Background: an optimization exercise with open tools, aiming at small area, a short achievable clock period and few clock cycles per item. Do not read the settings as production practice. In this exercise RTL edits were held to simulation tests only and were not proved equivalent to the original. Power and IR drop assume default switching activity.

==> flow/design.v <==
`timescale 1ns/1ps
package cvt_types_pkg;
	typedef enum logic [2:0] {
		IDLE,
		CFG_READ,      
		STORE,         
		SORT,          
		OUTPUT,        
		CLEAR_CNT      
	} cvt_state_e;
	typedef enum logic [31:0] {
		MODE_CHANNEL_MAJOR = 32'd1,    
		MODE_ROW_MAJOR     = 32'd2     
	} cvt_mode_e;
endpackage
`timescale 1ns/1ps
package cvt_cfg_pkg;
	typedef logic [31:0] cfg_field_t;
	typedef struct packed {
		logic [31:0] mode;          
		cfg_field_t ch_step;         
		cfg_field_t chpart_step;     
		cfg_field_t ch_part_num;     
	} cvt_cfg_t;
endpackage
`timescale 1ns/1ps
module cvt_top (
	input  logic                      clk,
	input  logic                      reset,
	input  logic [64-1:0] din_data,
	input  logic                      din_empty_n,
	output logic                      din_read,
	input  logic                      dout_full_n,
	output logic [64-1:0] dout_data,
	output logic                      dout_last,
	output logic                      dout_write
);
	localparam int W  = 64;
	localparam int N  = 32;    
	localparam int RP = 29;                 
	typedef struct packed {
		logic       cm;     
		logic [3:0] cs;     
		logic [3:0] ps;     
		logic       p2;     
	} cfg_t;
	typedef struct packed {
		logic        bank;
		logic [2:0]  bsel;       
		logic [31:0] addr;       
	} bsel_t;
	function automatic logic [35:0] beat_sel(input logic [4:0] e, input logic p2,
		input logic [3:0] cs, input logic [3:0] ps);
		logic       part;
		logic       col;
		logic       bank;
		logic [2:0] bsel;
		logic [3:0] kcs;
		logic [31:0] addr;
		if (p2) begin
			part = e[0];
			bank = e[1];
			bsel = e[4:2];
			col  = 1'b0;
		end else begin
			part = 1'b0;
			bank = e[0];
			bsel = e[3:1];
			col  = e[4];
		end
		for (int k = 0; k < 8; k++) begin
			kcs = 4'(k * cs);
			addr[4*k +: 4] = kcs + (part ? ps : 4'd0) + {3'd0, col};
		end
		beat_sel = {bank, bsel, addr};
	endfunction
	logic [W-1:0] din_q;        
	logic         din_is1;      
	logic         din_is2;      
	logic         tk_q;         
	logic [4:0]   wq;           
	logic         tl_q;         
	logic         tk_c0_q;      
	logic         tk_c1_q;      
	logic [5:0]   nxt;          
	logic [4:0]   ph;           
	logic [4:0]   in_base;      
	logic [5:0]   in_cnt;       
	logic         in_full;      
	logic         a_cm;         
	logic         ld_hit;       
	logic         load;         
	logic         take;
	logic         ins;          
	logic         ins0;         
	logic [4:0]   base_eff;
	logic         w0_ok;
	logic         ow_ok;
	logic         rd_if_take;
	logic         rd_if_not;
	logic [4:0]   slot_head;    
	logic [4:0]   slot_want;    
	logic [5:0]   nxt_w;
	logic [W-1:0] ring [N];
	cfg_t         cfg_in;
	cfg_t         cfg_a;
	cfg_t         cfg_b;
	cfg_t         cfg_ld;
	logic         rd_active;
	logic [4:0]   rd_base;
	logic [4:0]   rd_ph;        
	logic [5:0]   rd_cnt;       
	logic         rd_is_in;     
	logic         rm_pend;      
	logic         rd_hit;       
	logic         rd_avail;     
	logic         rd_go;
	logic         pickup;
	logic [4:0]   ow_word;      
	logic [4:0]   ph1;          
	logic [4:0]   ph2;          
	logic [4:0]   rd_ph0;       
	logic [5:0]   rd_cnt1;      
	logic [5:0]   in_cnt_n;     
	logic         b_full;
	logic [4:0]   e;
	logic         out_rdy;
	logic         s_adv;
	logic         issue;
	assign take  = din_read & din_empty_n;
	assign ph1      = ph + 5'd1;
	assign ph2      = ph + 5'd2;
	assign rd_ph0   = in_base + 5'd30;    
	assign rd_cnt1  = rd_cnt + 6'd1;
	assign in_cnt_n = in_cnt + {5'd0, ins};
	assign ins   = tk_q;
	assign ins0  = tk_q & (wq == 5'd0);
	assign base_eff = ins0 ? ph : in_base;
	assign slot_head = ph2;
	assign nxt_w     = nxt - 6'd2;
	assign slot_want = base_eff + nxt_w[4:0];
	assign ow_word   = slot_head - rd_base;
	assign ow_ok   = ~rd_active | rd_is_in | ({1'b0, ow_word} < rd_cnt)
		| (({1'b0, ow_word} == rd_cnt) & rd_go);
	assign w0_ok   = (~a_cm | load) & ~rm_pend & ow_ok;
	always_comb begin
		if (nxt < 6'd2) begin
			rd_if_not = 1'b1;
		end else if (nxt == 6'd2) begin
			rd_if_not = w0_ok;
		end else begin
			rd_if_not = ow_ok & (slot_head == slot_want);
		end
		if (nxt == 6'd1) begin
			rd_if_take = w0_ok;
		end else if ((nxt >= 6'd2) && (nxt <= 6'd32)) begin
			rd_if_take = ow_ok;
		end else begin
			rd_if_take = 1'b1;
		end
	end
	always_ff @(posedge clk) begin
		din_q   <= din_data;
		din_is1 <= (din_data[W-1 -: 32] == 32'd1);
		din_is2 <= (din_data[31:0] == 32'd2);
	end
	always_ff @(posedge clk or posedge reset) begin
		if (reset) begin
			din_read <= 1'b0;
			tk_q     <= 1'b0;
			wq       <= '0;
			tl_q     <= 1'b0;
			tk_c0_q  <= 1'b0;
			tk_c1_q  <= 1'b0;
			nxt      <= '0;
			ph       <= '0;
			in_base  <= '0;
			in_cnt   <= '0;
			in_full  <= 1'b0;
			a_cm     <= 1'b0;
			ld_hit   <= 1'b0;
		end else begin
			din_read <= take ? rd_if_take : rd_if_not;
			tk_q     <= take & (nxt >= 6'd2);
			wq       <= nxt_w[4:0];
			tl_q     <= take & (nxt == 6'd33);
			tk_c0_q  <= take & (nxt == 6'd0);
			tk_c1_q  <= take & (nxt == 6'd1);
			if (take) nxt <= (nxt == 6'd33) ? 6'd0 : nxt + 6'd1;
			ph       <= ph + 5'd1;
			if (ins0) in_base <= ph;
			if (ins)  in_cnt  <= {1'b0, wq} + 6'd1;
			if (ins0) begin
				in_full <= 1'b0;
			end else if (tl_q) begin
				in_full <= 1'b1;
			end
			if (load) begin
				a_cm <= 1'b0;
			end else if (take & (nxt == 6'd2) & cfg_in.cm) begin
				a_cm <= 1'b1;
			end
			ld_hit <= (ph2 == in_base);
		end
	end
	always_ff @(posedge clk or posedge reset) begin
		if (reset) begin
			cfg_in <= '0;
			cfg_a  <= '0;
			cfg_b  <= '0;
		end else begin
			if (tk_c0_q) begin
				cfg_in.cm <= din_is1;
				cfg_in.cs <= din_q[3:0];
			end
			if (tk_c1_q) begin
				cfg_in.ps <= din_q[35:32];
				cfg_in.p2 <= din_is2;
			end
			if (tl_q) cfg_a <= cfg_in;
			if (load) cfg_b <= cfg_ld;
		end
	end
	always_ff @(posedge clk) begin
		ring[0] <= ins ? din_q : ring[N-1];
		for (int p = 1; p < N; p++) begin
			ring[p] <= ring[p-1];
		end
	end
	assign rd_go  = rd_active & s_adv & ~b_full & rd_hit & rd_avail;
	assign pickup = ~rd_active & rm_pend;
	always_ff @(posedge clk or posedge reset) begin
		if (reset) begin
			rd_active <= 1'b0;
			rd_base   <= '0;
			rd_ph     <= '0;
			rd_cnt    <= '0;
			rd_is_in  <= 1'b0;
			rm_pend   <= 1'b0;
			rd_hit    <= 1'b0;
			rd_avail  <= 1'b0;
		end else begin
			if (pickup) begin
				rd_active <= 1'b1;
				rd_base   <= in_base;
				rd_ph     <= rd_ph0;
				rd_cnt    <= '0;
				rd_is_in  <= ~in_full & ~tl_q;
				rm_pend   <= 1'b0;
				rd_hit    <= (ph1 == rd_ph0);
				rd_avail  <= in_full | tl_q | (in_cnt != 6'd0) | ins;
			end else begin
				if (ins0 & ~cfg_in.cm) rm_pend <= 1'b1;
				if (tl_q) rd_is_in <= 1'b0;
				if (rd_go) begin
					rd_ph  <= rd_ph + 5'd1;
					rd_cnt <= rd_cnt1;
					if (rd_cnt == 6'd31) rd_active <= 1'b0;
					rd_hit   <= (ph == rd_ph);
					rd_avail <= ~rd_is_in | tl_q | (rd_cnt1 < in_cnt_n);
				end else begin
					rd_hit   <= (ph1 == rd_ph);
					rd_avail <= ~rd_is_in | tl_q | (rd_cnt < in_cnt_n);
				end
			end
		end
	end
	logic [W-1:0] bmem [N];
	bsel_t        nb;           
	bsel_t        nb_n;
	logic [7:0]   colb [16];    
	logic         s_vld;
	logic         s_last;
	logic [7:0]   s_colb [16];
	logic [31:0]  s_addr;
	assign load   = a_cm & ld_hit & (tl_q | in_full) & ~b_full;
	assign cfg_ld = tl_q ? cfg_in : cfg_a;
	always_ff @(posedge clk) begin
		if (load) begin
			for (int j = 0; j < N-1; j++) begin
				bmem[j] <= ring[N-2-j];
			end
			bmem[N-1] <= ins ? din_q : ring[N-1];
		end
	end
	assign out_rdy = ~dout_write | dout_full_n;
	assign s_adv   = ~s_vld | out_rdy;
	assign issue   = s_adv & b_full;
	assign nb_n    = load ? beat_sel(5'd0, cfg_ld.p2, cfg_ld.cs, cfg_ld.ps)
	                      : beat_sel(e + 5'd1, cfg_b.p2, cfg_b.cs, cfg_b.ps);
	always_comb begin
		for (int a = 0; a < 16; a++) begin
			colb[a] = bmem[{nb.bank, 4'(a)}][W-1 - 8*nb.bsel -: 8];
		end
	end
	always_ff @(posedge clk or posedge reset) begin
		if (reset) begin
			b_full <= 1'b0;
			e      <= '0;
			s_vld  <= 1'b0;
			s_last <= 1'b0;
			nb     <= '0;
		end else begin
			if (load) begin
				b_full <= 1'b1;
				e      <= '0;
			end else if (issue) begin
				e <= e + 5'd1;
				if (e == 5'd31) b_full <= 1'b0;    
			end
			if (load | issue) nb <= nb_n;
			if (issue) begin
				s_vld  <= 1'b1;
				s_last <= (e == 5'd31);
			end else if (rd_go) begin
				s_vld  <= 1'b1;
				s_last <= (rd_cnt == 6'd31);
			end else if (s_adv) begin
				s_vld  <= 1'b0;
			end
		end
	end
	always_ff @(posedge clk) begin
		if (issue) begin
			for (int a = 0; a < 16; a++) s_colb[a] <= colb[a];
			s_addr <= nb.addr;
		end else if (rd_go) begin
			for (int a = 0; a < 8; a++) s_colb[a] <= ring[RP][W-1 - 8*a -: 8];
			s_addr <= 32'h7654_3210;
		end
	end
	logic [W-1:0] g_cm;
	always_comb begin
		for (int k = 0; k < 8; k++) begin
			g_cm[W-1 - 8*k -: 8] = s_colb[s_addr[4*k +: 4]];
		end
	end
	always_ff @(posedge clk or posedge reset) begin
		if (reset) begin
			dout_write <= 1'b0;
			dout_last  <= 1'b0;
		end else if (out_rdy) begin
			dout_write <= s_vld;
			dout_last  <= s_last;
		end
	end
	always_ff @(posedge clk) begin
		if (out_rdy & s_vld) begin
			dout_data <= g_cm;
		end
	end
endmodule
==> flow/run.sh <==
#!/bin/bash
# synth_recipe.tcl (not shown) runs the flow's synth.tcl, then flattens the netlist and writes it again
# the make line also repeats each setting of config.mk as NAME=value (left out here)
make -C /OpenROAD-flow-scripts/flow DESIGN_CONFIG=/design/flow/config.mk WORK_HOME=/design/flow/orfs CLKGATE_MAP_FILE= SYNTH_SCRIPT=/design/flow/synth_recipe.tcl finish
==> flow/config.mk <==
export PLATFORM = sky130hd
export DESIGN_NAME = cvt_top
export DESIGN_NICKNAME = cvt_top
export VERILOG_FILES = /design/flow/design.v
export SDC_FILE = /design/flow/constraint.sdc
export NUM_CORES = 4
export LEC_CHECK = 0
export ABC_CLOCK_PERIOD_IN_PS = 2700
export CAP_MARGIN = 20
export CORE_MARGIN = 2
export CORE_UTILIZATION = 55
export SETUP_SLACK_MARGIN = 3.3
export SLEW_MARGIN = 20
==> flow/constraint.sdc <==
create_clock -name core_clock -period 6.0 [get_ports {clk}]
set_input_delay 1.2000 -clock core_clock [delete_from_list [all_inputs] [get_ports {clk}]]
set_output_delay 1.2000 -clock core_clock [all_outputs]
set_load 0.01 [all_outputs]
==> results of run 1 <==
-- cell families (layout without fill, tap and decap cells) --
family / Yosys count / after routing / synth area share, %
DFF: 4500 / 4500 / 78.2
adders and majority gates: 78 / 78 / 0.746
xor gates and xnor gates: 89 / 89 / 0.543
buffers and inverters: 545 / 1455 / 1.60
AOI/OAI and AO/OA: 1152 / 1152 / 5.49
other: 0 / 13 / 0
muxes: 906 / 906 / 10.0
and+or+nand+nor: 1161 / 1162 / 3.45
-- stage by stage --
step                      worst slack [ns]  utilization (%)  TNS, ns
after floorplan                     -0.673                -  -674.28
after global placement                1.75             57.4        0
after detailed placement              1.72             57.4        0
after CTS                             2.99             64.1        0
after global routing                  3.04             65.2        0
final                                 3.04             65.2        0
-- timing repair --
action | CTS | global route
endpoints found under the hold margin | 0 | 0
pin swaps | 53 | 138
endpoints found under the setup margin | 2461 | 691
cloned | 38 | 25
buffers inserted | 102 | 123
gates resized for setup | 552 | 275
-- power by group through the flow --
stage	Sequential, mW	Clock [mW]	Combinational [mW]
after floorplan	40.5	0	15.0
after global placement	44.0	0	23.4
after detailed placement	44.0	0	23.5
after CTS	43.3	27.9	26.7
after global routing	43.6	29.1	30.7
final	43.5	27.5	29.4
-- cell type report --
type | instances | area (sq um)
Antenna cell | 13 | 32.5
Sequential cell | 4500 | 113000
Timing Repair Buffer | 558 | 7160
Tap cell | 3515 | 4400
Clock inverter | 212 | 2500
Multi-Input combinational cell | 3387 | 30800
Clock buffer | 598 | 12200
Inverter | 84 | 419
Fill cell | 18100 | 91400
Timing Repair inverter | 3 | 48.8
-- cells in the final DEF, fill, tap and decap left out, types with 52 or more instances in the layout --
cell type           n
dfrtp_1           106
clkbuf_16         458
o21ai_0           180
clkbuf_8           64
clkinv_2           93
buf_12             54
a31oi_1            63
mux2_2            235
xnor2_1            52
mux2i_1           257
o22ai_1            94
nand2_2            63
a222oi_1           81
nand3_1           109
buf_16             54
clkdlybuf4s50_1    67
inv_1              60
dfxtp_1          2114
nand2_1           510
edfxtp_1         2264
buf_6              68
mux4_2            410
buf_4             212
a22oi_1            57
a21oi_1           176
clkbuf_1           98
nor2_1            220
-- per-layer routing --
layer | vias to the layer above | part of all wire (%) | GRT usage [%]
met5 | - | 0.046 | 0
met4 | 22 | 3.3 | 9.69
met3 | 727 | 9.5 | 6.64
met2 | 3711 | 43 | 42.8
met1 | 40000 | 44 | 44.7
li1 | 33100 | - | -
-- worst paths after layout --
check                                              from                       to  slack (ns)  cells after the start
worst max-delay path            dout_data[13]$_DFFE_PP_            dout_data[13]        3.04                      1
worst min-delay path               ring[29][61]$_DFF_P_     ring[30][61]$_DFF_P_        0.31                      0
worst max register to register       nb[35]$_DFFE_PP0P_  s_colb[14][4]$_DFFE_PP_        3.12                      8
worst min register to register     ring[29][61]$_DFF_P_     ring[30][61]$_DFF_P_        0.31                      0
max in group asynchronous                         reset     cfg_b[6]$_DFFE_PP0P_        3.99                      3
min in group asynchronous                         reset       nb[17]$_DFFE_PP0P_        0.91                      2
-- flip-flops by register name (all words and copies together), names as in the netlist, 5 cells and up --
| register | flops |
|---|---|
| din_q | 64 |
| wq | 5 |
| nxt | 6 |
| s_addr | 24 |
| ring | 2048 |
| s_colb | 128 |
| ph | 5 |
| cfg_a | 9 |
| cfg_in | 10 |
| rd_cnt | 6 |
| in_base | 5 |
| cfg_b | 9 |
| in_cnt | 6 |
| rd_base | 5 |
| e | 5 |
| dout_data | 64 |
| bmem | 2048 |
| rd_ph | 5 |
| nb | 28 |
==> results.txt, run 1 <==
* RSZ-0062 raised after global routing: true
* Critical Path Fanout Max at 1
* Post-synth EDFFs at 2,264
* Max H-tree Level at 5
* Share of cells above drive strength 1 at 22.8%
* Final hold violation count at 0
* Most common cell in the netlist: edfxtp_1
* Seq/Total Area, Yosys at 78.2%
* Die Wd at 517 um
* Num ports at 135
* RePlAce Congestion at 1.00
* Async set-reset flop share out of synthesis at 2.71%
* Startpoint types: flop
* Longest Clk Path Bufs at 4
* Total power at 100 mW
* Most frequent cells after synthesis: edfxtp_1, dfxtp_1, nand2_1
* Max Freq at 0.338 GHz
* Power Dens Cells at 587 mW/mm^2
* CP Data Arrival Time at 1.76 ns
* VDD IR max at 0.000493 V
* Top cell type's share of synthesized area at 46.9%
* Post-Syn Instances at 8,431
* Layout area overhead at 17.9%
* Vias in the first global route at 75,400
* Prevailing post-synth register cell: edfxtp_1
* DR vias/cell at 6.03
* Avg Cell Area, Syn at 17.2 sq um
* Core area at 0.262 sq mm
* Layout Cells excl Fill at 12,900
* Status: finished clean
* Area leader, netlist: edfxtp_1
* Cts hold-fix bufs at 0
* Detailed-route DRC error count at 0
* Worst hold margin at 0.310 ns
* Via count at 77,600
* Slew Limit Fails at 0
* Synth top area cells: edfxtp_1, dfxtp_1, mux4_2
* Int Pwr at 65.9 mW
* CTS Buf Count at 427
* Slew @ Worst Pin at 1.23 ns
* Post-DP HPWL at 247,000 um
* Starting Density at 55.3%
* #FFs+latches synth at 4,500
* Clk sinks at 4,500
* Fin crit share at 49.3%
* Root buf cell: clkbuf_16
* CP Capture Type: output pin
* CTS tree: yes
* WS Path Type: reg -> out
* Worst skew pair latency at 0.97 ns
* Syn Std Cell Area at 0.145 sq mm
* Clock power share at 27.4%
* Minimum clock period at 2.96 ns
* Sw frac at 34.4%
* Drt pass-1 iters at 10
* Total Routing Usage GR at 29.6%
* Flop pwr share at 43.3%
* Buffers on Ports at 134
* Crit path cell chain: buf_2
* Switching power at 34.5 mW
* CP max stage cell: edfxtp_1
* Synth unique cells at 80
* First-pass GRT wire length at 561,000 um
* Post-DRT Antenna Nets at 0
* DRT iter0 DRCs at 9,927
* Worst path bufs/invs at 1
* LEAKAGE at 61.7 nW
* Die height at 517 um
* Final wirelength at 404,000 um
* Final Net Count at 9,107
* Largest net degree at the start of global routing at 157
* GRT overflow at 0
* Antenna violations before repair at 49
* Max_slew headroom at 17.8%
* Skew final at 0.0769 ns
* Required @ worst endpoint at 4.80 ns
* MaxCap Viol Count at 0
* Syn Nets at 8,577
* Final count of negative-setup-slack endpoints at 0
* Placement Cell Area at 0.151 sq mm
* Critical Path Max Stage Delay at 0.61 ns
* Row count at 188
* Die ar. at 0.268 sq mm
* Non-Filler Cell Area, Final at 0.171 sq mm
* Worst min path class: reg -> reg
* Cells after DPL at 11,800
* WL/cell at 31.4 um
* Ys Warns at 5
* Critical path's top delay family: flip-flops
* Clock-pin slew on the worst setup and hold paths at 0.07 ns
* Comb power frac at 29.3%
Testbench counts, summed over its fixed seeds: cycles 3,550, frames 96.
==> run 2: changes to the inputs <==
--- a/flow/design.v
+++ b/flow/design.v
@@ -51,26 +51,11 @@
 	} bsel_t;
-	function automatic logic [35:0] beat_sel(input logic [4:0] e, input logic p2,
-		input logic [3:0] cs, input logic [3:0] ps);
-		logic       part;
-		logic       col;
-		logic       bank;
-		logic [2:0] bsel;
-		logic [3:0] kcs;
-		logic [31:0] addr;
-		if (p2) begin
-			part = e[0];
-			bank = e[1];
-			bsel = e[4:2];
-			col  = 1'b0;
-		end else begin
-			part = 1'b0;
-			bank = e[0];
-			bsel = e[3:1];
-			col  = e[4];
+	function automatic logic [31:0] lane_base(input logic [3:0] cs);
+		for (int k = 0; k < 8; k++) begin
+			lane_base[4*k +: 4] = 4'(k * cs);
 		end
+	endfunction
+	function automatic logic [31:0] lane_add(input logic [31:0] a, input logic [3:0] ps);
 		for (int k = 0; k < 8; k++) begin
-			kcs = 4'(k * cs);
-			addr[4*k +: 4] = kcs + (part ? ps : 4'd0) + {3'd0, col};
+			lane_add[4*k +: 4] = a[4*k +: 4] + ps;
 		end
-		beat_sel = {bank, bsel, addr};
 	endfunction
@@ -205,19 +190,13 @@
 	end
-	always_ff @(posedge clk or posedge reset) begin
-		if (reset) begin
-			cfg_in <= '0;
-			cfg_a  <= '0;
-			cfg_b  <= '0;
-		end else begin
-			if (tk_c0_q) begin
-				cfg_in.cm <= din_is1;
-				cfg_in.cs <= din_q[3:0];
-			end
-			if (tk_c1_q) begin
-				cfg_in.ps <= din_q[35:32];
-				cfg_in.p2 <= din_is2;
-			end
-			if (tl_q) cfg_a <= cfg_in;
-			if (load) cfg_b <= cfg_ld;
+	always_ff @(posedge clk) begin
+		if (tk_c0_q) begin
+			cfg_in.cm <= din_is1;
+			cfg_in.cs <= din_q[3:0];
+		end
+		if (tk_c1_q) begin
+			cfg_in.ps <= din_q[35:32];
+			cfg_in.p2 <= din_is2;
 		end
+		if (tl_q) cfg_a <= cfg_in;
+		if (load) cfg_b <= cfg_ld;
 	end
@@ -268,4 +247,8 @@
 	logic [W-1:0] bmem [N];
+	logic [7:0]   bbyte [N][8];    
 	bsel_t        nb;           
 	bsel_t        nb_n;
+	logic [4:0]   e1;
+	logic [31:0]  kc0;          
+	logic [31:0]  kc1;          
 	logic [7:0]   colb [16];    
@@ -288,7 +271,35 @@
 	assign issue   = s_adv & b_full;
-	assign nb_n    = load ? beat_sel(5'd0, cfg_ld.p2, cfg_ld.cs, cfg_ld.ps)
-	                      : beat_sel(e + 5'd1, cfg_b.p2, cfg_b.cs, cfg_b.ps);
+	assign e1 = e + 5'd1;
 	always_comb begin
+		logic part;
+		logic col;
+		part = 1'b0;
+		col  = 1'b0;
+		if (load) begin
+			nb_n.bank = 1'b0;
+			nb_n.bsel = 3'd0;
+			nb_n.addr = lane_base(cfg_ld.cs);
+		end else begin
+			if (cfg_b.p2) begin
+				part      = e1[0];
+				nb_n.bank = e1[1];
+				nb_n.bsel = e1[4:2];
+				col       = 1'b0;
+			end else begin
+				part      = 1'b0;
+				nb_n.bank = e1[0];
+				nb_n.bsel = e1[3:1];
+				col       = e1[4];
+			end
+			for (int k = 0; k < 8; k++) begin
+				nb_n.addr[4*k +: 4] = (part ? kc1[4*k +: 4] : kc0[4*k +: 4]) + {3'd0, col};
+			end
+		end
+	end
+	always_comb begin
+		for (int j = 0; j < N; j++) begin
+			for (int b = 0; b < 8; b++) bbyte[j][b] = bmem[j][W-1 - 8*b -: 8];
+		end
 		for (int a = 0; a < 16; a++) begin
-			colb[a] = bmem[{nb.bank, 4'(a)}][W-1 - 8*nb.bsel -: 8];
+			colb[a] = bbyte[{nb.bank, 4'(a)}][nb.bsel];
 		end
@@ -301,3 +312,2 @@
 			s_last <= 1'b0;
-			nb     <= '0;
 		end else begin
@@ -310,3 +320,2 @@
 			end
-			if (load | issue) nb <= nb_n;
 			if (issue) begin
@@ -323,2 +332,7 @@
 	always_ff @(posedge clk) begin
+		if (load | issue) nb <= nb_n;
+		if (load) begin
+			kc0 <= lane_base(cfg_ld.cs);
+			kc1 <= lane_add(lane_base(cfg_ld.cs), cfg_ld.ps);
+		end
 		if (issue) begin
@@ -346,4 +360,6 @@
 	end
-	always_ff @(posedge clk) begin
-		if (out_rdy & s_vld) begin
+	always_ff @(posedge clk or posedge reset) begin
+		if (reset) begin
+			dout_data <= '0;
+		end else if (out_rdy & s_vld) begin
 			dout_data <= g_cm;
--- a/flow/config.mk
+++ b/flow/config.mk
@@ -11,3 +11,5 @@
 export CORE_UTILIZATION = 55
-export SETUP_SLACK_MARGIN = 3.3
+export CTS_CLUSTER_DIAMETER = 80
+export CTS_CLUSTER_SIZE = 30
+export SETUP_SLACK_MARGIN = 3.4
 export SLEW_MARGIN = 20
==> run 2 against run 1 <==
Against the previous run: critical path type is now reg -> reg; sequential power increased by 0.9%; critical endpoint is now s_colb[9][6]$_DFFE_PP_; clock skew is 0.020 ns lower; design area down 1.8%; combinational power grew 22%; clock power shrank 43%; cell count up 4.4%; die area is 0.49% higher; non-clock buffer count grew 408; clock-buffer cell count is 299 lower; routed wire length increased by 49%; largest cell class unchanged; flip-flop and latch count rose by 21.
==> results.txt, run 2 <==
* Status: finished clean
* Post-DP HPWL at 382,000 um (+55%)
* Post-synth EDFFs at 2,268 (+0.18%)
* DR vias/cell at 6.93 (+15%)
* Syn Std Cell Area at 0.146 sq mm (+0.49%)
* Die height at 519 um (+0.24%)
* CP max stage cell: edfxtp_1
* Final count of negative-setup-slack endpoints at 0 (unchanged)
* Total Routing Usage GR at 43.1% (+13 points)
* Most frequent cells after synthesis: edfxtp_1, dfxtp_1, a22oi_1
* Worst skew pair latency at 0.97 ns (about the same)
* Antenna violations before repair at 94 (+92%)
* Most common cell after layout, fill and taps aside: edfxtp_1
* Final hold violation count at 0 (unchanged)
* Startpoint types: flop
* Max Freq at 0.347 GHz (+2.7%)
* Area leader, netlist: edfxtp_1
* Required @ worst endpoint at 6.70 ns (+1.90 ns)
* Slew Limit Fails at 0 (unchanged)
* Clk sinks at 4,521 (+0.47%)
* Ys Warns at 6 (+1)
* Synth top area cells: edfxtp_1, dfxtp_1, a22oi_1
* Buffers on Ports at 134 (unchanged)
* Row count at 188 (unchanged)
* Minimum clock period at 2.88 ns (-0.0778 ns)
* Max H-tree Level at 4 (-1)
* Worst min path class: reg -> reg
* Crit path cell chain: buf_6, buf_12, buf_12, buf_16, and2_4, buf_16, buf_16, buf_12, buf_12, a22oi_1, o221ai_1, a221o_1
* Layout area overhead at 15.2%
* Drt pass-1 iters at 7 (-3)
* LEAKAGE at 59.5 nW (-3.6%)
* Post-DRT Antenna Nets at 0 (unchanged)
* RePlAce Congestion at 0.986 (-1.4%)
* Post-Syn Instances at 9,088 (+7.8%)
* WL/cell at 44.9 um (+43%)
* Vias in the first global route at 84,600 (+12%)
* Cts hold-fix bufs at 0 (unchanged)
* VDD IR max at 0.000630 V (+28%)
* Largest net degree at the start of global routing at 140 (-11%)
* CP Capture Type: flop
* Critical Path Max Stage Delay at 0.43 ns (-0.18 ns)
* Longest Clk Path Bufs at 4 (unchanged)
* Core area at 0.263 sq mm (+0.27%)
* First-pass GRT wire length at 772,000 um (+38%)
* Non-Filler Cell Area, Final at 0.168 sq mm (-1.8%)
* Die Wd at 519 um (+0.24%)
* Share of cells above drive strength 1 at 18.8% (-4.0 points)
* DRT iter0 DRCs at 18,200 (+83%)
* Most frequent CP cell: buf_12
* CP Data Arrival Time at 3.58 ns (+1.82 ns)
* Avg Cell Area, Syn at 16.0 sq um (-6.8%)
* Slew @ Worst Pin at 1.37 ns (+0.133 ns)
* Commonest cells after routing, fill and taps aside: edfxtp_1, dfxtp_1, buf_4, a22oi_1, nand2_1
* Top cell type's share of synthesized area at 46.7% (-0.15 points)
* Layout fillers at 19,000 (+5.4%)
* Clock-pin slew on the worst setup and hold paths at 0.12 ns (+0.05 ns)
* Prevailing post-synth register cell: edfxtp_1
* DP Worst Slack at 2.00 ns (+0.279 ns)
* Max_slew headroom at 8.97% (-8.9 points)
* Seq/Total Area, Yosys at 78.1% (about the same)
* MaxCap Viol Count at 0 (unchanged)
* Most common cell in the netlist: edfxtp_1
* #FFs+latches synth at 4,521 (+0.47%)
* Power Dens Cells at 569 mW/mm^2 (-3.1%)
* Placement Cell Area at 0.152 sq mm (+1.2%)
* Synth unique cells at 93 (+16%)
* Die ar. at 0.269 sq mm (+0.49%)
* Detailed-route DRC error count at 0 (unchanged)
* Final Net Count at 9,851 (+8.2%)
* Critical Path Fanout Max at 9 (+8)
* Root buf cell: clkbuf_16
* Fin crit share at 48.0% (-1.3 points)
* Final WS setup at 3.12 ns (+0.0778 ns)
* GRT overflow at 0 (unchanged)
* WS Path Type: reg -> reg
* Top flop regs: bmem: 2048 flops, ring: 2048 flops, s_colb: 128 flops
* Num ports at 135 (unchanged)
* Skew final at 0.0569 ns (-0.0200 ns)
* Syn Nets at 9,223 (+7.5%)
* CTS Buf Count at 184 (-57%)
* Async set-reset flop share out of synthesis at 2.88% (+0.16 points)
* Starting Density at 55.4% (+0.12 points)
* CTS tree: yes
* Via count at 93,100 (+20%)
* Final wirelength at 604,000 um (+49%)
* RSZ-0062 raised after global routing: true
* TNS Setup at 0 ns (unchanged)
-- run 2: worst paths after layout --
path / cells past startpoint / slack, ns / end / startpoint
setup reg to reg: 12 / 3.12 / s_colb[9][6]$_DFFE_PP_ / nb[32]$_SDFFCE_PP0P_
setup / recovery: 12 / 3.12 / s_colb[9][6]$_DFFE_PP_ / nb[32]$_SDFFCE_PP0P_
hold / removal: 0 / 0.33 / ring[29][43]$_DFF_P_ / ring[28][43]$_DFF_P_
min in group asynchronous: 2 / 0.74 / dout_last$_DFFE_PP0P_ / reset
max in group asynchronous: 3 / 4.20 / dout_data[48]$_DFFE_PP0P_ / reset
hold reg to reg: 0 / 0.33 / ring[29][43]$_DFF_P_ / ring[28][43]$_DFF_P_
-- run 2: final cells by class --
cell class | instances | area (sq um) | share of cell area [%]
Tap cell | 3515 | 4400 | 2.62
Clock buffer | 299 | 5190 | 3.10
Sequential cell | 4521 | 114000 | 67.9
Antenna cell | 53 | 133 | 0.0790
Timing Repair Buffer | 966 | 11600 | 6.93
Multi-Input combinational cell | 3956 | 31600 | 18.8
Timing Repair inverter | 4 | 40.0 | 0.0239
Inverter | 83 | 395 | 0.236
Clock inverter | 36 | 514 | 0.306
-- run 2: what timing repair did --
item,4_1_cts,5_1_grt
gates cloned,53,19
endpoints found under the setup margin,2498,942
pin swaps,92,164
setup buffers,265,163
endpoints found under the hold margin,0,0
gates resized for setup,826,398
-- run 2: routing by layer --
layer | vias up | wire length, um | GRT usage [%] | part of all wire (%)
li1 | 36100 | - | - | -
met1 | 47000 | 211000 | 56.1 | 35
met2 | 7919 | 254000 | 61.4 | 42
met3 | 2008 | 88500 | 14.5 | 15
met4 | 80 | 50500 | 28.7 | 8.4
met5 | - | 632 | 0 | 0.10
-- run 2: stage by stage --
| step | std cells | total power [mW] | util, % | hold WS (ns) |
|---|---|---|---|---|
| 3_3_place_gp | 12500 | 71.2 | 57.9 | 0.328 |
| 5_1_grt | 13400 | 95.9 | 63.8 | 0.338 |
| 4_1_cts | 13200 | 90.6 | 62.4 | 0.336 |
| 3_5_place_dp | 12500 | 71.5 | 57.9 | 0.333 |
| 6_report | 13400 | 95.5 | 63.8 | 0.327 |
| 2_1_floorplan | 9088 | 54.3 | - | 0.327 |
-- run 2: worst max-delay path: cells and delay by family, from the launching register on --
family,cells,cell delay (ns)
AO/OA/AOI/OAI,3,0.78
buffers and inverters,8,1.14
flip-flops,1,0.43
AND/OR/NAND/NOR,1,0.20
-- run 2: power breakdown --
group | switching (mW) | internal (mW)
clock | 9.52 | 6.24
sequential | 5.18 | 38.7
combinational | 23.9 | 11.9
total | 38.6 | 56.9
-- run 2: cells by family (layout without fill, tap and decap cells) --
logic type	Yosys count	after routing	share of synthesized area (%)
flip-flops	4521	4521	78.1
AO/OA/AOI/OAI	1999	1999	9.99
AND/OR/NAND/NOR	1231	1232	4.33
buffers and inverters	612	1388	1.93
multiplexers	563	563	4.41
XOR/XNOR	95	95	0.580
adder cells (fa/ha/maj)	67	67	0.617
other	0	53	0
Testbench counts of run 2, summed over its fixed seeds: cycles 3,550, frames 96.
==> run 3: changes to the inputs <==
--- a/flow/design.v
+++ b/flow/design.v
@@ -39,3 +39,3 @@
 	localparam int N  = 32;    
-	localparam int RP = 29;                 
+	localparam int RP = 30;                 
 	typedef struct packed {
@@ -50,2 +50,3 @@
 		logic [31:0] addr;       
+		logic [15:0] csel;       
 	} bsel_t;
@@ -61,10 +62,2 @@
 	endfunction
-	logic [W-1:0] din_q;        
-	logic         din_is1;      
-	logic         din_is2;      
-	logic         tk_q;         
-	logic [4:0]   wq;           
-	logic         tl_q;         
-	logic         tk_c0_q;      
-	logic         tk_c1_q;      
 	logic [5:0]   nxt;          
@@ -80,3 +73,3 @@
 	logic         ins0;         
-	logic [4:0]   base_eff;
+	logic         tl;           
 	logic         w0_ok;
@@ -105,3 +98,2 @@
 	logic [4:0]   ph1;          
-	logic [4:0]   ph2;          
 	logic [4:0]   rd_ph0;       
@@ -116,12 +108,11 @@
 	assign ph1      = ph + 5'd1;
-	assign ph2      = ph + 5'd2;
-	assign rd_ph0   = in_base + 5'd30;    
+	assign rd_ph0   = in_base + 5'd31;    
 	assign rd_cnt1  = rd_cnt + 6'd1;
 	assign in_cnt_n = in_cnt + {5'd0, ins};
-	assign ins   = tk_q;
-	assign ins0  = tk_q & (wq == 5'd0);
-	assign base_eff = ins0 ? ph : in_base;
-	assign slot_head = ph2;
+	assign ins   = take & (nxt >= 6'd2);
+	assign ins0  = take & (nxt == 6'd2);
+	assign tl    = take & (nxt == 6'd33);
+	assign slot_head = ph1;
 	assign nxt_w     = nxt - 6'd2;
-	assign slot_want = base_eff + nxt_w[4:0];
+	assign slot_want = in_base + nxt_w[4:0];
 	assign ow_word   = slot_head - rd_base;
@@ -146,7 +137,2 @@
 	end
-	always_ff @(posedge clk) begin
-		din_q   <= din_data;
-		din_is1 <= (din_data[W-1 -: 32] == 32'd1);
-		din_is2 <= (din_data[31:0] == 32'd2);
-	end
 	always_ff @(posedge clk or posedge reset) begin
@@ -154,7 +140,2 @@
 			din_read <= 1'b0;
-			tk_q     <= 1'b0;
-			wq       <= '0;
-			tl_q     <= 1'b0;
-			tk_c0_q  <= 1'b0;
-			tk_c1_q  <= 1'b0;
 			nxt      <= '0;
@@ -168,7 +149,2 @@
 			din_read <= take ? rd_if_take : rd_if_not;
-			tk_q     <= take & (nxt >= 6'd2);
-			wq       <= nxt_w[4:0];
-			tl_q     <= take & (nxt == 6'd33);
-			tk_c0_q  <= take & (nxt == 6'd0);
-			tk_c1_q  <= take & (nxt == 6'd1);
 			if (take) nxt <= (nxt == 6'd33) ? 6'd0 : nxt + 6'd1;
@@ -176,6 +152,6 @@
 			if (ins0) in_base <= ph;
-			if (ins)  in_cnt  <= {1'b0, wq} + 6'd1;
+			if (ins)  in_cnt  <= nxt - 6'd1;
 			if (ins0) begin
 				in_full <= 1'b0;
-			end else if (tl_q) begin
+			end else if (tl) begin
 				in_full <= 1'b1;
@@ -187,3 +163,3 @@
 			end
-			ld_hit <= (ph2 == in_base);
+			ld_hit <= (ph1 == in_base);
 		end
@@ -191,11 +167,11 @@
 	always_ff @(posedge clk) begin
-		if (tk_c0_q) begin
-			cfg_in.cm <= din_is1;
-			cfg_in.cs <= din_q[3:0];
-		end
-		if (tk_c1_q) begin
-			cfg_in.ps <= din_q[35:32];
-			cfg_in.p2 <= din_is2;
+		if (take & (nxt == 6'd0)) begin
+			cfg_in.cm <= (din_data[W-1 -: 32] == 32'd1);
+			cfg_in.cs <= din_data[3:0];
+		end
+		if (take & (nxt == 6'd1)) begin
+			cfg_in.ps <= din_data[35:32];
+			cfg_in.p2 <= (din_data[31:0] == 32'd2);
 		end
-		if (tl_q) cfg_a <= cfg_in;
+		if (tl) cfg_a <= cfg_in;
 		if (load) cfg_b <= cfg_ld;
@@ -203,3 +179,3 @@
 	always_ff @(posedge clk) begin
-		ring[0] <= ins ? din_q : ring[N-1];
+		ring[0] <= ins ? din_data : ring[N-1];
 		for (int p = 1; p < N; p++) begin
@@ -226,9 +202,9 @@
 				rd_cnt    <= '0;
-				rd_is_in  <= ~in_full & ~tl_q;
+				rd_is_in  <= ~in_full & ~tl;
 				rm_pend   <= 1'b0;
 				rd_hit    <= (ph1 == rd_ph0);
-				rd_avail  <= in_full | tl_q | (in_cnt != 6'd0) | ins;
+				rd_avail  <= in_full | tl | (in_cnt != 6'd0) | ins;
 			end else begin
 				if (ins0 & ~cfg_in.cm) rm_pend <= 1'b1;
-				if (tl_q) rd_is_in <= 1'b0;
+				if (tl) rd_is_in <= 1'b0;
 				if (rd_go) begin
@@ -238,6 +214,6 @@
 					rd_hit   <= (ph == rd_ph);
-					rd_avail <= ~rd_is_in | tl_q | (rd_cnt1 < in_cnt_n);
+					rd_avail <= ~rd_is_in | tl | (rd_cnt1 < in_cnt_n);
 				end else begin
 					rd_hit   <= (ph1 == rd_ph);
-					rd_avail <= ~rd_is_in | tl_q | (rd_cnt < in_cnt_n);
+					rd_avail <= ~rd_is_in | tl | (rd_cnt < in_cnt_n);
 				end
@@ -258,10 +234,9 @@
 	logic [31:0]  s_addr;
-	assign load   = a_cm & ld_hit & (tl_q | in_full) & ~b_full;
-	assign cfg_ld = tl_q ? cfg_in : cfg_a;
+	assign load   = a_cm & ld_hit & in_full & ~b_full;
+	assign cfg_ld = cfg_a;
 	always_ff @(posedge clk) begin
 		if (load) begin
-			for (int j = 0; j < N-1; j++) begin
-				bmem[j] <= ring[N-2-j];
+			for (int j = 0; j < N; j++) begin
+				bmem[j] <= ring[N-1-j];
 			end
-			bmem[N-1] <= ins ? din_q : ring[N-1];
 		end
@@ -281,2 +256,3 @@
 			nb_n.addr = lane_base(cfg_ld.cs);
+			nb_n.csel = 16'd1;
 		end else begin
@@ -296,2 +272,3 @@
 			end
+			nb_n.csel = 16'd1 << {nb_n.bank, nb_n.bsel};
 		end
@@ -303,3 +280,6 @@
 		for (int a = 0; a < 16; a++) begin
-			colb[a] = bbyte[{nb.bank, 4'(a)}][nb.bsel];
+			colb[a] = '0;
+			for (int c = 0; c < 16; c++) begin
+				colb[a] = colb[a] | ({8{nb.csel[c]}} & bbyte[{c[3], 4'(a)}][c[2:0]]);
+			end
 		end
--- a/flow/config.mk
+++ b/flow/config.mk
@@ -10,6 +10,7 @@
 export CORE_MARGIN = 2
-export CORE_UTILIZATION = 55
-export CTS_CLUSTER_DIAMETER = 80
-export CTS_CLUSTER_SIZE = 30
-export SETUP_SLACK_MARGIN = 3.4
+export CORE_UTILIZATION = 60
+export CTS_CLUSTER_DIAMETER = 70
+export CTS_CLUSTER_SIZE = 25
+export SETUP_SLACK_MARGIN = 3.3
 export SLEW_MARGIN = 20
+export TNS_END_PERCENT = 20
==> run 3 against run 2 <==
Against the previous run: combinational power shrank 39%; clock skew grew 0.025 ns; first-iteration DRC count shrank 44%; design area shrank 8.5%; worst hold slack lost 0.0081 ns; register-to-register slack gained 0.03 ns; via count shrank 16%; critical endpoint is now cfg_in[9]$_DFFE_PP_; highest routed layer unchanged.
==> results.txt, run 3 <==
* Status: finished clean
* Via count at 77,800 (-16%)
* Cells after DPL at 11,300 (-9.5%)
* Synth top area cells: edfxtp_1, dfxtp_1, a221oi_1
* Fin crit share at 48.2% (+0.16 points)
* Longest Clk Path Bufs at 3 (-1)
* Drt pass-1 iters at 10 (+3)
* Clock-pin slew on the worst setup and hold paths at 0.09 ns (-0.03 ns)
* Die ar. at 0.236 sq mm (-12%)
* Synth unique cells at 85 (-8.6%)
* Total power at 78.7 mW (-18%)
* DR vias/cell at 6.56 (-5.3%)
* Post-DRT Antenna Nets at 0 (unchanged)
* Die Wd at 486 um (-6.3%)
* Seq/Total Area, Yosys at 80.8% (+2.7 points)
* Minimum clock period at 2.89 ns (+0.00934 ns)
* Syn Std Cell Area at 0.140 sq mm (-4.2%)
* Int Pwr at 50.2 mW (-12%)
* DRT iter0 DRCs at 10,200 (-44%)
* Clk sinks at 4,458 (-1.4%)
* Required @ worst endpoint at 6.58 ns (-0.12 ns)
* Post-synth EDFFs at 2,289 (+0.93%)
* Worst path bufs/invs at 1 (-7)
* Skew final at 0.0818 ns (+0.0248 ns)
* Max_slew headroom at 7.13% (-1.8 points)
* First-pass GRT wire length at 575,000 um (-26%)
* Num ports at 135 (unchanged)
* Async set-reset flop share out of synthesis at 2.71% (-0.16 points)
* WS Path Type: in -> reg
* Final count of negative-setup-slack endpoints at 0 (unchanged)
* Final Net Count at 8,755 (-11%)
* Most common cell after layout, fill and taps aside: edfxtp_1
* Share of cells above drive strength 1 at 10.2% (-8.7 points)
* Total Routing Usage GR at 34.7% (-8.3 points)
* CP Data Arrival Time at 3.48 ns (-0.10 ns)
* Slew Limit Fails at 0 (unchanged)
* Antenna violations before repair at 34 (-64%)
* Flop pwr share at 51.3% (+5.3 points)
* Layout Utilization at 66.2% (+2.4 points)
* Detailed-route DRC error count at 0 (unchanged)
* Starting Density at 60.2% (+4.8 points)
* Critical path's top delay family: simple AND/OR/NAND/NOR gates
* Comb power frac at 27.9% (-9.6 points)
* CTS tree: yes
* Ys Warns at 6 (unchanged)
* Commonest cells after routing, fill and taps aside: edfxtp_1, dfxtp_1, a221oi_1, a22o_1, a22oi_1
* Slew @ Worst Pin at 1.39 ns (+0.0276 ns)
* VDD IR max at 0.000425 V (-33%)
* Final hold violation count at 0 (unchanged)
* Cts hold-fix bufs at 0 (unchanged)
* Max H-tree Level at 4 (unchanged)
* Worst min path class: reg -> reg
* Root buf cell: clkbuf_16
* MaxCap Viol Count at 0 (unchanged)
* GRT overflow at 0 (unchanged)
* LEAKAGE at 53.9 nW (-9.4%)
* Post-Syn Instances at 8,444 (-7.1%)
* Top flop regs: bmem: 2048 flops, ring: 2048 flops, s_colb: 128 flops
* DP Worst Slack at 1.61 ns (-0.388 ns)
* Critical Path Max Stage Delay at 0.84 ns (+0.41 ns)
* Synth Area in XOR/XNOR at 0.618% (+0.037 points)
* Critical Path Fanout Max at 2 (-7)
* Row count at 177 (-5.9%)
* Simple-gate share of the synthesized area at 3.80% (-0.53 points)
* Most frequent cells after synthesis: edfxtp_1, dfxtp_1, a221oi_1
* Core area at 0.232 sq mm (-12%)
* RSZ-0062 raised after global routing: true
* #FFs+latches synth at 4,458 (-1.4%)
* Area leader, netlist: edfxtp_1
* Post-DP HPWL at 274,000 um (-28%)
* Vias in the first global route at 74,500 (-12%)
* RePlAce Congestion at 1.03 (+4.7%)
* Top cell type's share of synthesized area at 49.3% (+2.5 points)
* Final wirelength at 420,000 um (-30%)
* Buffers on Ports at 134 (unchanged)
* Syn Nets at 8,576 (-7.0%)
* Die height at 486 um (-6.3%)
* Final WS setup at 3.11 ns (-0.00934 ns)
* Layout area overhead at 9.99%
* Post-synthesis mux area share at 2.07% (-2.3 points)
* Power Dens Cells at 513 mW/mm^2 (-9.9%)
* WL/cell at 35.4 um (-21%)
* Sw frac at 36.2% (-4.2 points)
* Avg Cell Area, Syn at 16.5 sq um (+3.1%)
* Largest net degree at the start of global routing at 201 (+44%)
* Worst skew pair latency at 0.92 ns (-0.05 ns)
* CP Capture Type: flop
* Prevailing post-synth register cell: edfxtp_1
* Clock power share at 20.8% (+4.3 points)
* Max Freq at 0.346 GHz (-0.32%)
* Most common cell in the netlist: edfxtp_1
* Layout Cells excl Fill at 11,900 (-12%)
* Largest family of logic cells by synthesized area: compound AO/OA/AOI/OAI gates
* Startpoint types: input port
* Switching power at 28.5 mW (-26%)
* Post-synthesis compound-gate area fraction at 10.4% (+0.43 points)
* Crit path cell chain: clkdlybuf4s50_1, nor4_1, nand4_1, nor2_1
* CP max stage cell: nor4_1
* CTS Buf Count at 209 (+14%)
* Adder-cell share of the synthesized area at 0.625% (+0.0084 points)
[run 3: area by class of cell]
type | count | area (sq um)
Inverter | 89 | 403
Multi-Input combinational cell | 3419 | 25100
Clock inverter | 40 | 785
Tap cell | 3043 | 3810
Fill cell | 15800 | 78400
Antenna cell | 18 | 45.0
Timing Repair Buffer | 443 | 4700
Timing Repair inverter | 3 | 26.3
Clock buffer | 352 | 5810
Sequential cell | 4458 | 113000
[run 3: cell families after synthesis]
kind of cell	count (synthesis)
buffers and inverters	569
adders and majority gates	65
muxes	256
and+or+nand+nor	1084
DFF	4458
xor gates and xnor gates	95
AOI/OAI and AO/OA	1917
[run 3: repair_timing]
| action | CTS | global route |
|---|---|---|
| pin swaps | 15 | 19 |
| setup endpoints to repair | 2176 | 1248 |
| cloned | 11 | 8 |
| resized for setup | 184 | 244 |
| buffers inserted | 43 | 45 |
[run 3: metrics by stage]
stage	instance area, sq um	setup TNS, ns	hold slack [ns]
after floorplan	140000	-891.97	0.327
after global placement	145000	0	0.329
after detailed placement	145000	0	0.332
after CTS	152000	0	0.311
after global routing	153000	0	0.326
final	153000	0	0.319
[run 3: routing by layer]
layer | vias to the layer above | global-route usage [%] | wire length (um)
li1 | 32800 | - | -
met1 | 39900 | 48.9 | 169000
met2 | 4191 | 52.9 | 189000
met3 | 905 | 7.49 | 40200
met4 | 14 | 14.8 | 21700
met5 | - | 0 | 127
[run 3: worst paths after layout]
check	cells past startpoint	start	to	slack (ns)
hold / removal	0	ring[20][59]$_DFF_P_	ring[21][59]$_DFF_P_	0.32
min in group asynchronous	2	reset	dout_data[55]$_DFFE_PP0P_	0.93
setup reg to reg	4	b_full$_DFFE_PP0P_	bmem[28][47]$_DFFE_PP_	3.15
hold reg to reg	0	ring[20][59]$_DFF_P_	ring[21][59]$_DFF_P_	0.32
setup / recovery	4	din_data[54]	cfg_in[9]$_DFFE_PP_	3.11
max in group asynchronous	3	reset	nxt[0]$_DFFE_PP0P_	4.08
[run 3: power groups by stage]
stage / Clock (mW) / Combinational, mW / Sequential, mW
finish: 16.4 / 22.0 / 40.4
global route: 17.6 / 22.6 / 40.5
CTS: 16.5 / 20.4 / 40.3
detailed placement: 0 / 19.9 / 41.0
global placement: 0 / 19.8 / 41.1
floorplan: 0 / 11.2 / 38.2
Testbench counts of run 3, summed over its fixed seeds: cycles 3,550, frames 96.
==> run 4: changes to the inputs <==
--- a/flow/design.v
+++ b/flow/design.v
@@ -94,2 +94,3 @@
 	logic         rd_avail;     
+	logic [5:0]   lead;         
 	logic         rd_go;
@@ -101,2 +102,6 @@
 	logic [5:0]   in_cnt_n;     
+	logic         din_is1;      
+	logic         din_is2;      
+	logic         tk_c0_q;      
+	logic         tk_c1_q;      
 	logic         b_full;
@@ -144,2 +149,4 @@
 			in_cnt   <= '0;
+			tk_c0_q  <= 1'b0;
+			tk_c1_q  <= 1'b0;
 			in_full  <= 1'b0;
@@ -153,2 +160,4 @@
 			if (ins)  in_cnt  <= nxt - 6'd1;
+			tk_c0_q <= take & (nxt == 6'd0);
+			tk_c1_q <= take & (nxt == 6'd1);
 			if (ins0) begin
@@ -167,10 +176,8 @@
 	always_ff @(posedge clk) begin
-		if (take & (nxt == 6'd0)) begin
-			cfg_in.cm <= (din_data[W-1 -: 32] == 32'd1);
-			cfg_in.cs <= din_data[3:0];
-		end
-		if (take & (nxt == 6'd1)) begin
-			cfg_in.ps <= din_data[35:32];
-			cfg_in.p2 <= (din_data[31:0] == 32'd2);
-		end
+		din_is1 <= (din_data[W-1 -: 32] == 32'd1);
+		din_is2 <= (din_data[31:0] == 32'd2);
+		if (take & (nxt == 6'd0)) cfg_in.cs <= din_data[3:0];
+		if (take & (nxt == 6'd1)) cfg_in.ps <= din_data[35:32];
+		if (tk_c0_q) cfg_in.cm <= din_is1;
+		if (tk_c1_q) cfg_in.p2 <= din_is2;
 		if (tl) cfg_a <= cfg_in;
@@ -184,3 +191,4 @@
 	end
-	assign rd_go  = rd_active & s_adv & ~b_full & rd_hit & rd_avail;
+	assign rd_avail = ~rd_is_in | (lead != 6'd0);
+	assign rd_go    = rd_active & s_adv & ~b_full & rd_hit & rd_avail;
 	assign pickup = ~rd_active & rm_pend;
@@ -195,3 +203,3 @@
 			rd_hit    <= 1'b0;
-			rd_avail  <= 1'b0;
+			lead      <= '0;
 		end else begin
@@ -205,3 +213,3 @@
 				rd_hit    <= (ph1 == rd_ph0);
-				rd_avail  <= in_full | tl | (in_cnt != 6'd0) | ins;
+				lead      <= in_cnt_n;
 			end else begin
@@ -214,7 +222,6 @@
 					rd_hit   <= (ph == rd_ph);
-					rd_avail <= ~rd_is_in | tl | (rd_cnt1 < in_cnt_n);
 				end else begin
 					rd_hit   <= (ph1 == rd_ph);
-					rd_avail <= ~rd_is_in | tl | (rd_cnt < in_cnt_n);
 				end
+				lead <= lead + {5'd0, ins} - {5'd0, rd_go};
 			end
==> run 4 against run 3 <==
Against the previous run: sequential power increased by 6.4%; clock skew decreased by 0.0016 ns; routed wire length decreased by 1.3%; largest cell class unchanged; still clean; sequential share of layout area increased by 0.22 points.
==> results.txt, run 4 <==
* RSZ-0062 raised after global routing: true
* CP max stage cell: a221oi_1
* TNS Setup at 0 ns (unchanged)
* Most frequent cells after synthesis: edfxtp_1, dfxtp_1, a221oi_1
* Worst min path class: reg -> reg
* Non-Filler Cell Area, Final at 0.153 sq mm (-0.13%)
* Post-Syn Instances at 8,395 (-0.58%)
* Power Dens Cells at 530 mW/mm^2 (+3.3%)
* Critical Path Fanout Max at 70 (+68)
* Max Freq at 0.343 GHz (-0.85%)
* Die Wd at 487 um (about the same)
* Commonest cells after routing, fill and taps aside: edfxtp_1, dfxtp_1, a221oi_1, a22o_1, a22oi_1
* Share of cells above drive strength 1 at 10.2% (+0.061 points)
* Max H-tree Level at 4 (unchanged)
* Async set-reset flop share out of synthesis at 2.87% (+0.15 points)
* Die ar. at 0.237 sq mm (+0.19%)
* Critical Path Max Stage Delay at 0.59 ns (-0.25 ns)
* Vias in the first global route at 73,600 (-1.3%)
* VDD IR max at 0.000484 V (+14%)
* DP Worst Slack at 2.06 ns (+0.451 ns)
* Most common cell after layout, fill and taps aside: edfxtp_1
* Final Net Count at 8,672 (-0.95%)
* Buffers on Ports at 134 (unchanged)
* Final WS setup at 3.08 ns (-0.0248 ns)
* Worst hold margin at 0.300 ns (-0.0189 ns)
* Post-synth EDFFs at 2,289 (unchanged)
* GRT overflow at 0 (unchanged)
* CTS tree: yes
* Layout fillers at 16,000 (+1.3%)
* Most common cell in the netlist: edfxtp_1
* Final count of negative-setup-slack endpoints at 0 (unchanged)
* CP Capture Type: flop
* DRT iter0 DRCs at 10,300 (+0.33%)
* Drt pass-1 iters at 6 (-4)
* Starting Density at 60.2% (about the same)
* Clock-pin slew on the worst setup and hold paths at 0.10 ns (about the same)
* Num ports at 135 (unchanged)
* Synth unique cells at 80 (-5.9%)
* Ys Warns at 6 (unchanged)
* Status: finished clean
* CTS Buf Count at 207 (-0.96%)
* Clk sinks at 4,467 (+0.20%)
* First-pass GRT wire length at 570,000 um (-0.84%)
* Final wirelength at 415,000 um (-1.3%)
* Layout area overhead at 9.64%
* Critical path's top delay family: compound AO/OA/AOI/OAI gates
* Placement Cell Area at 0.145 sq mm (+0.17%)
* Antenna violations before repair at 35 (+2.9%)
* Syn Std Cell Area at 0.140 sq mm (+0.19%)
* Root buf cell: clkbuf_16
* Largest net degree at the start of global routing at 160 (-20%)
* WS Path Type: reg -> reg
* Area leader, netlist: edfxtp_1
* Required @ worst endpoint at 6.65 ns (+0.07 ns)
* LEAKAGE at 53.7 nW (-0.43%)
* Slew Limit Fails at 0 (unchanged)
* Core area at 0.232 sq mm (about the same)
* Worst skew pair latency at 0.93 ns (about the same)
* Final hold violation count at 0 (unchanged)
* Synth top area cells: edfxtp_1, dfxtp_1, a221oi_1
* Longest Clk Path Bufs at 3 (unchanged)
* Max_slew headroom at 22.6% (+15 points)
* Fin crit share at 48.6% (+0.41 points)
* Via count at 77,200 (-0.77%)
* Seq/Total Area, Yosys at 80.8% (about the same)
* #FFs+latches synth at 4,467 (+0.20%)
* Crit path cell chain: buf_4, buf_12, a221oi_1, nand3_1, o21ai_0, nand2_1
* Top cell type's share of synthesized area at 49.2% (-0.092 points)
* Minimum clock period at 2.92 ns (+0.0248 ns)
* Worst path bufs/invs at 2 (+1)
* RePlAce Congestion at 1.09 (+5.3%)
* Post-DP HPWL at 273,000 um (-0.54%)
* Post-DRT Antenna Nets at 0 (unchanged)
* CP Data Arrival Time at 3.57 ns (+0.09 ns)
* Total Routing Usage GR at 34.4% (-0.37 points)
* Startpoint types: flop
* MaxCap Viol Count at 0 (unchanged)
* Prevailing post-synth register cell: edfxtp_1
* Die height at 487 um (about the same)
* Detailed-route DRC error count at 0 (unchanged)
* Row count at 177 (unchanged)
* Syn Nets at 8,528 (-0.56%)
* Layout Utilization at 66.0% (-0.15 points)
* Avg Cell Area, Syn at 16.7 sq um (+0.77%)
* Slew @ Worst Pin at 1.16 ns (-0.232 ns)
* Top flop regs: bmem: 2048 flops, ring: 2048 flops, s_colb: 128 flops
* WL/cell at 35.2 um (-0.54%)
* Skew final at 0.0801 ns (-0.00161 ns)
* DR vias/cell at 6.56 (about the same)
-- run 4: cell types whose count changed after synthesis, moves of 14 or more --
cell	change
a22o_1	+15
a31oi_1	-15
buf_1	+19
buf_2	-45
clkbuf_1	+16
mux2_4	+29
nand3_1	-35
nor2_1	-14
o22ai_1	-16
-- run 4: cell type report --
type | instances | area, sq um | share of cell area [%]
antenna | 8 | 20.0 | 0.0131
sequential | 4467 | 113000 | 73.7
tap | 3043 | 3810 | 2.48
clock buffer | 358 | 5840 | 3.81
multi-input combinational | 3375 | 25400 | 16.6
timing repair inverter | 3 | 40.0 | 0.0261
inverter | 87 | 397 | 0.259
clock inverter | 34 | 628 | 0.410
timing repair buffer | 398 | 4170 | 2.72
-- run 4: worst register-to-register path: stages (launching register included) --
cell	delay, ns
edfxtp_1	0.49
buf_4	0.29
buf_12	0.23
a221oi_1	0.83
nand3_1	0.13
o21ai_0	0.56
nand2_1	0.11
-- run 4: stage by stage --
step,total power [mW],cells
detailed placement,63.5,11300
floorplan,51.7,8395
CTS,79.7,11700
global placement,63.3,11300
finish,81.2,11800
global route,83.4,11800
-- run 4: logic make-up after synthesis --
logic type | synth area share, %
mux | 2.37
compound gates | 10.3
xor+xnor | 0.626
buf+inv | 1.57
fa+ha+maj | 0.630
flops | 80.8
simple gates | 3.67
-- run 4: layer usage --
layer,vias up,track usage [%],routed length [um]
met2,4071,50.0,180000
met1,39900,50.8,176000
met4,18,12.3,16200
met5,-,0,111
met3,671,8.43,41800
li1,32500,-,-
-- run 4: what timing repair did --
action                                 in CTS  in global routing
pin swaps                                   6                 31
endpoints found under the hold margin       0                  0
resized for setup                         320                162
hold buffers                                0                  0
setup endpoints to repair                2293               1059
setup buffers                              25                 46
gates cloned                                6                  7
-- run 4: worst paths after layout --
kind | cells past startpoint | start | endpoint | slack (ns)
min in group asynchronous | 2 | reset | dout_last$_DFFE_PP0P_ | 0.82
max in group asynchronous | 3 | reset | nxt[1]$_DFFE_PP0P_ | 4.04
worst max-delay path | 6 | nb[10]$_SDFFCE_PP0P_ | s_colb[6][5]$_DFFE_PP_ | 3.08
worst max register to register | 6 | nb[10]$_SDFFCE_PP0P_ | s_colb[6][5]$_DFFE_PP_ | 3.08
worst min-delay path | 0 | ring[7][40]$_DFF_P_ | ring[8][40]$_DFF_P_ | 0.30
worst min register to register | 0 | ring[7][40]$_DFF_P_ | ring[8][40]$_DFF_P_ | 0.30
-- run 4: power breakdown --
part	internal, mW	switching [mW]
combinational	7.29	14.7
sequential	37.9	5.10
clock	6.86	9.34
total	52.1	29.1
Testbench counts of run 4, summed over its fixed seeds: cycles 3,550, frames 96.
==> run 5: changes to the inputs <==
--- a/flow/design.v
+++ b/flow/design.v
@@ -240,3 +240,3 @@
 	logic [7:0]   s_colb [16];
-	logic [31:0]  s_addr;
+	logic [15:0]  s_lsel [8];   
 	assign load   = a_cm & ld_hit & in_full & ~b_full;
@@ -326,6 +326,6 @@
 			for (int a = 0; a < 16; a++) s_colb[a] <= colb[a];
-			s_addr <= nb.addr;
+			for (int k = 0; k < 8; k++) s_lsel[k] <= 16'd1 << nb.addr[4*k +: 4];
 		end else if (rd_go) begin
 			for (int a = 0; a < 8; a++) s_colb[a] <= ring[RP][W-1 - 8*a -: 8];
-			s_addr <= 32'h7654_3210;
+			for (int k = 0; k < 8; k++) s_lsel[k] <= 16'd1 << k;
 		end
@@ -335,3 +335,6 @@
 		for (int k = 0; k < 8; k++) begin
-			g_cm[W-1 - 8*k -: 8] = s_colb[s_addr[4*k +: 4]];
+			g_cm[W-1 - 8*k -: 8] = '0;
+			for (int a = 0; a < 16; a++) begin
+				g_cm[W-1 - 8*k -: 8] = g_cm[W-1 - 8*k -: 8] | ({8{s_lsel[k][a]}} & s_colb[a]);
+			end
 		end
==> run 5 against run 4 <==
Against the previous run: register-to-register slack improved by 0.05 ns; flip-flop and latch count rose by 106; sequential share of layout area grew 2.9 points; largest power group unchanged.
==> results.txt, run 5 <==
* Status: finished clean
* Final WS setup at 3.13 ns (+0.0453 ns)
* Syn Std Cell Area at 0.140 sq mm (about the same)
* Layout fillers at 16,100 (+1.0%)
* Worst hold margin at 0.296 ns (-0.00405 ns)
* Post-synthesis compound-gate area fraction at 9.85% (-0.47 points)
* Final hold violation count at 0 (unchanged)
* Starting Density at 60.2% (about the same)
* Critical path's top delay family: simple AND/OR/NAND/NOR gates
* Clk sinks at 4,573 (+2.4%)
* Die Wd at 487 um (about the same)
* Worst Setup SP: nb[7]$_SDFFCE_PP0P_
* CTS tree: yes
* Largest net degree at the start of global routing at 185 (+16%)
* Crit path cell chain: buf_4, buf_12, a22o_1, a221oi_1, nand4_1
* RSZ-0062 raised after global routing: true
* Seq/Total Area, Yosys at 83.1% (+2.3 points)
* Sw frac at 34.2% (-1.7 points)
* Num ports at 135 (unchanged)
* Layout Cells excl Fill at 11,400 (-2.9%)
* Most common cell in the netlist: edfxtp_1
* Die ar. at 0.237 sq mm (about the same)
* Share of cells above drive strength 1 at 8.05% (-2.2 points)
* RePlAce Congestion at 1.05 (-3.1%)
* Comb power frac at 18.9% (-8.2 points)
* Clock-pin slew on the worst setup and hold paths at 0.10 ns (about the same)
* Prevailing post-synth register cell: edfxtp_1
* Longest Clk Path Bufs at 3 (unchanged)
* Final count of negative-setup-slack endpoints at 0 (unchanged)
* DR vias/cell at 6.55 (-0.13%)
* DP Worst Slack at 1.99 ns (-0.0660 ns)
* Final wirelength at 409,000 um (-1.4%)
* Top cell type's share of synthesized area at 51.4% (+2.3 points)
* Total Routing Usage GR at 34.1% (-0.30 points)
* Clock power share at 20.9% (+1.0 points)
* Post-Syn Instances at 8,180 (-2.6%)
* Commonest cells after routing, fill and taps aside: edfxtp_1, dfxtp_1, a22oi_1, a22o_1, a221oi_1
* Largest family of logic cells by synthesized area: compound AO/OA/AOI/OAI gates
* Metal3 WL at 43,100 um (+3.2%)
* Worst path bufs/invs at 2 (unchanged)
* Most common cell after layout, fill and taps aside: edfxtp_1
* WL/cell at 35.8 um (+1.5%)
* Row count at 177 (unchanged)
* Max layer used: met5
* Via count at 74,900 (-3.0%)
* CP max stage cell: nand4_1
* Crit Reg-Reg Startpoint: nb[7]$_SDFFCE_PP0P_
* DRT met1 WL at 165,000 um (-6.3%)
* Simple-gate share of the synthesized area at 3.36% (-0.31 points)
* Post-DP HPWL at 261,000 um (-4.4%)
* Max H-tree Level at 4 (unchanged)
* TNS Setup at 0 ns (unchanged)
* Buffers on Ports at 134 (unchanged)
* VDD IR max at 0.000412 V (-15%)
* Minimum clock period at 2.87 ns (-0.0453 ns)
* GRT overflow at 0 (unchanged)
* Area leader, netlist: edfxtp_1
* Detailed-route DRC error count at 0 (unchanged)
* Cells after DPL at 10,900 (-3.0%)
* WS Path Type: reg -> reg
* Async set-reset flop share out of synthesis at 2.80% (-0.066 points)
* Post-synthesis mux area share at 0.745% (-1.6 points)
* Synth top area cells: edfxtp_1, dfxtp_1, a22oi_1
* LEAKAGE at 52.4 nW (-2.3%)
* Max Freq at 0.348 GHz (+1.6%)
* Slew Limit Fails at 0 (unchanged)
* Total power at 78.2 mW (-3.8%)
* Int Pwr at 51.5 mW (-1.2%)
* Worst min path class: reg -> reg
* Startpoint types: flop
* CTS Buf Count at 208 (+0.48%)
* CP Capture Type: flop
* Root buf cell: clkbuf_16
* Most frequent cells after synthesis: edfxtp_1, dfxtp_1, a22oi_1
* Critical Path Max Stage Delay at 0.58 ns (about the same)
* Switching power at 26.7 mW (-8.3%)
* Max_slew headroom at 15.7% (-6.9 points)
* Synth Area in XOR/XNOR at 0.639% (+0.013 points)
* Avg Cell Area, Syn at 17.1 sq um (+2.6%)
* Ys Warns at 7 (+1)
* Top flop regs: bmem: 2048 flops, ring: 2048 flops
* Die height at 487 um (about the same)
* Vias in the first global route at 72,200 (-1.9%)
* Hold Crit Start: ring[3][52]$_DFF_P_
* Synth unique cells at 61 (-24%)
* Flop pwr share at 60.1% (+7.1 points)
* Antenna violations before repair at 41 (+17%)
* Final Net Count at 8,326 (-4.0%)
* Critical Path Fanout Max at 60 (-14%)
* CP Data Arrival Time at 3.31 ns (-0.26 ns)
* Metal2 WL at 182,000 um (+0.99%)
* MaxCap Viol Count at 0 (unchanged)
* Syn Nets at 8,313 (-2.5%)
* Required @ worst endpoint at 6.44 ns (-0.21 ns)
* Power Dens Cells at 516 mW/mm^2 (-2.7%)
* #FFs+latches synth at 4,573 (+2.4%)
* Post-DRT Antenna Nets at 0 (unchanged)
* Fin crit share at 47.9% (-0.75 points)
* Skew final at 0.0733 ns (-0.00683 ns)
* First-pass GRT wire length at 562,000 um (-1.4%)
* Worst skew pair latency at 0.93 ns (about the same)
* Adder-cell share of the synthesized area at 0.630% (about the same)
* Post-synth EDFFs at 2,395 (+4.6%)
* Layout area overhead at 8.45%
* DRT iter0 DRCs at 10,500 (+2.5%)
* Drt pass-1 iters at 11 (+5)
* Slew @ Worst Pin at 1.26 ns (+0.103 ns)
* Core area at 0.232 sq mm (unchanged)
==> run 5: worst paths after layout <==
check	end	slack [ns]	cells past startpoint
hold reg to reg	ring[4][52]$_DFF_P_	0.30	0
max in group asynchronous	in_base[1]$_DFFE_PP0P_	4.33	3
setup / recovery	s_colb[9][2]$_DFFE_PP_	3.13	5
hold / removal	ring[4][52]$_DFF_P_	0.30	0
setup reg to reg	s_colb[9][2]$_DFFE_PP_	3.13	5
min in group asynchronous	dout_data[17]$_DFFE_PP0P_	0.97	3
==> run 5: layout make-up <==
class                      count  area [sq um]  area share [%]
sequential                  4573        116000            76.6
multi-input combinational   3000         21600            14.2
clock buffer                 362          5910            3.90
tap                         3043          3810            2.51
timing repair buffer         352          3360            2.21
clock inverter                30           499           0.329
inverter                      56           241           0.159
antenna                       16          40.0          0.0264
timing repair inverter         2          17.5          0.0116
==> run 5: metal layers <==
layer,vias to the layer above,track usage [%]
met5,-,0.469
met3,892,9.44
met1,38500,47.8
met2,4140,51.3
met4,27,12.7
li1,31400,-
==> run 5: cell families after synthesis <==
| logic type | count (synthesis) |
|---|---|
| adder cells (fa/ha/maj) | 65 |
| multiplexers | 84 |
| AND/OR/NAND/NOR | 980 |
| buffers and inverters | 608 |
| flip-flops | 4573 |
| XOR/XNOR | 102 |
| AO/OA/AOI/OAI | 1768 |
==> run 5: stage by stage <==
stage          util, %  instance area, sq um
3_5_place_dp      62.2                144000
3_3_place_gp      62.1                144000
2_1_floorplan        -                140000
6_report          65.3                152000
5_1_grt           65.3                152000
4_1_cts           65.1                151000
==> run 5: worst reg2reg max path, cell delays in order (launching register included) <==
cell	delay (ns)
edfxtp_1	0.57
buf_4	0.31
buf_12	0.26
a22o_1	0.39
a221oi_1	0.28
nand4_1	0.58
==> run 5: power by group through the flow <==
stage	Clock [mW]	Combinational, mW	Sequential (mW)
3_5_place_dp	0	14.1	47.0
6_report	16.4	14.8	47.0
3_3_place_gp	0	13.9	47.1
5_1_grt	17.6	15.7	46.8
4_1_cts	16.6	14.3	46.3
2_1_floorplan	0	9.81	41.4
==> run 5: repair_timing <==
action                      CTS  global route
setup buffers                48            23
resized for setup           390            41
hold buffers                  0             0
pin swaps                     9            24
cloned                        3             4
setup endpoints to repair  1950          1629
Testbench counts of run 5, summed over its fixed seeds: cycles 3,550, frames 96.

## what the ideal ports hide
Ports are ideal in the flow. The routed layouts listed here were re-timed in OpenROAD. Step 1, drivers: a clkbuf_16 drives clk and a buf_2 each remaining input, both assumed. Step 2 times the ports against the registers' clock, not the clock port: input delays grow and output delays shrink by t, the midpoint of the rising clock arrivals with the driver on. a / b / c = ideal ports / drivers / drivers and shift; a / b = the first two.
run | shift t [ns] | setup slack, ns
run 1 | 1.026 | 3.040 / 2.950 / 2.369
run 2 | 1.046 | 3.118 / 3.118 / 2.337
run 3 | 0.976 | 3.108 / 3.082 / 2.170
run 4 | 0.986 | 3.084 / 3.074 / 2.392
run 5 | 0.987 | 3.129 / 3.129 / 2.535
After both steps setup and hold are still met in every run listed.
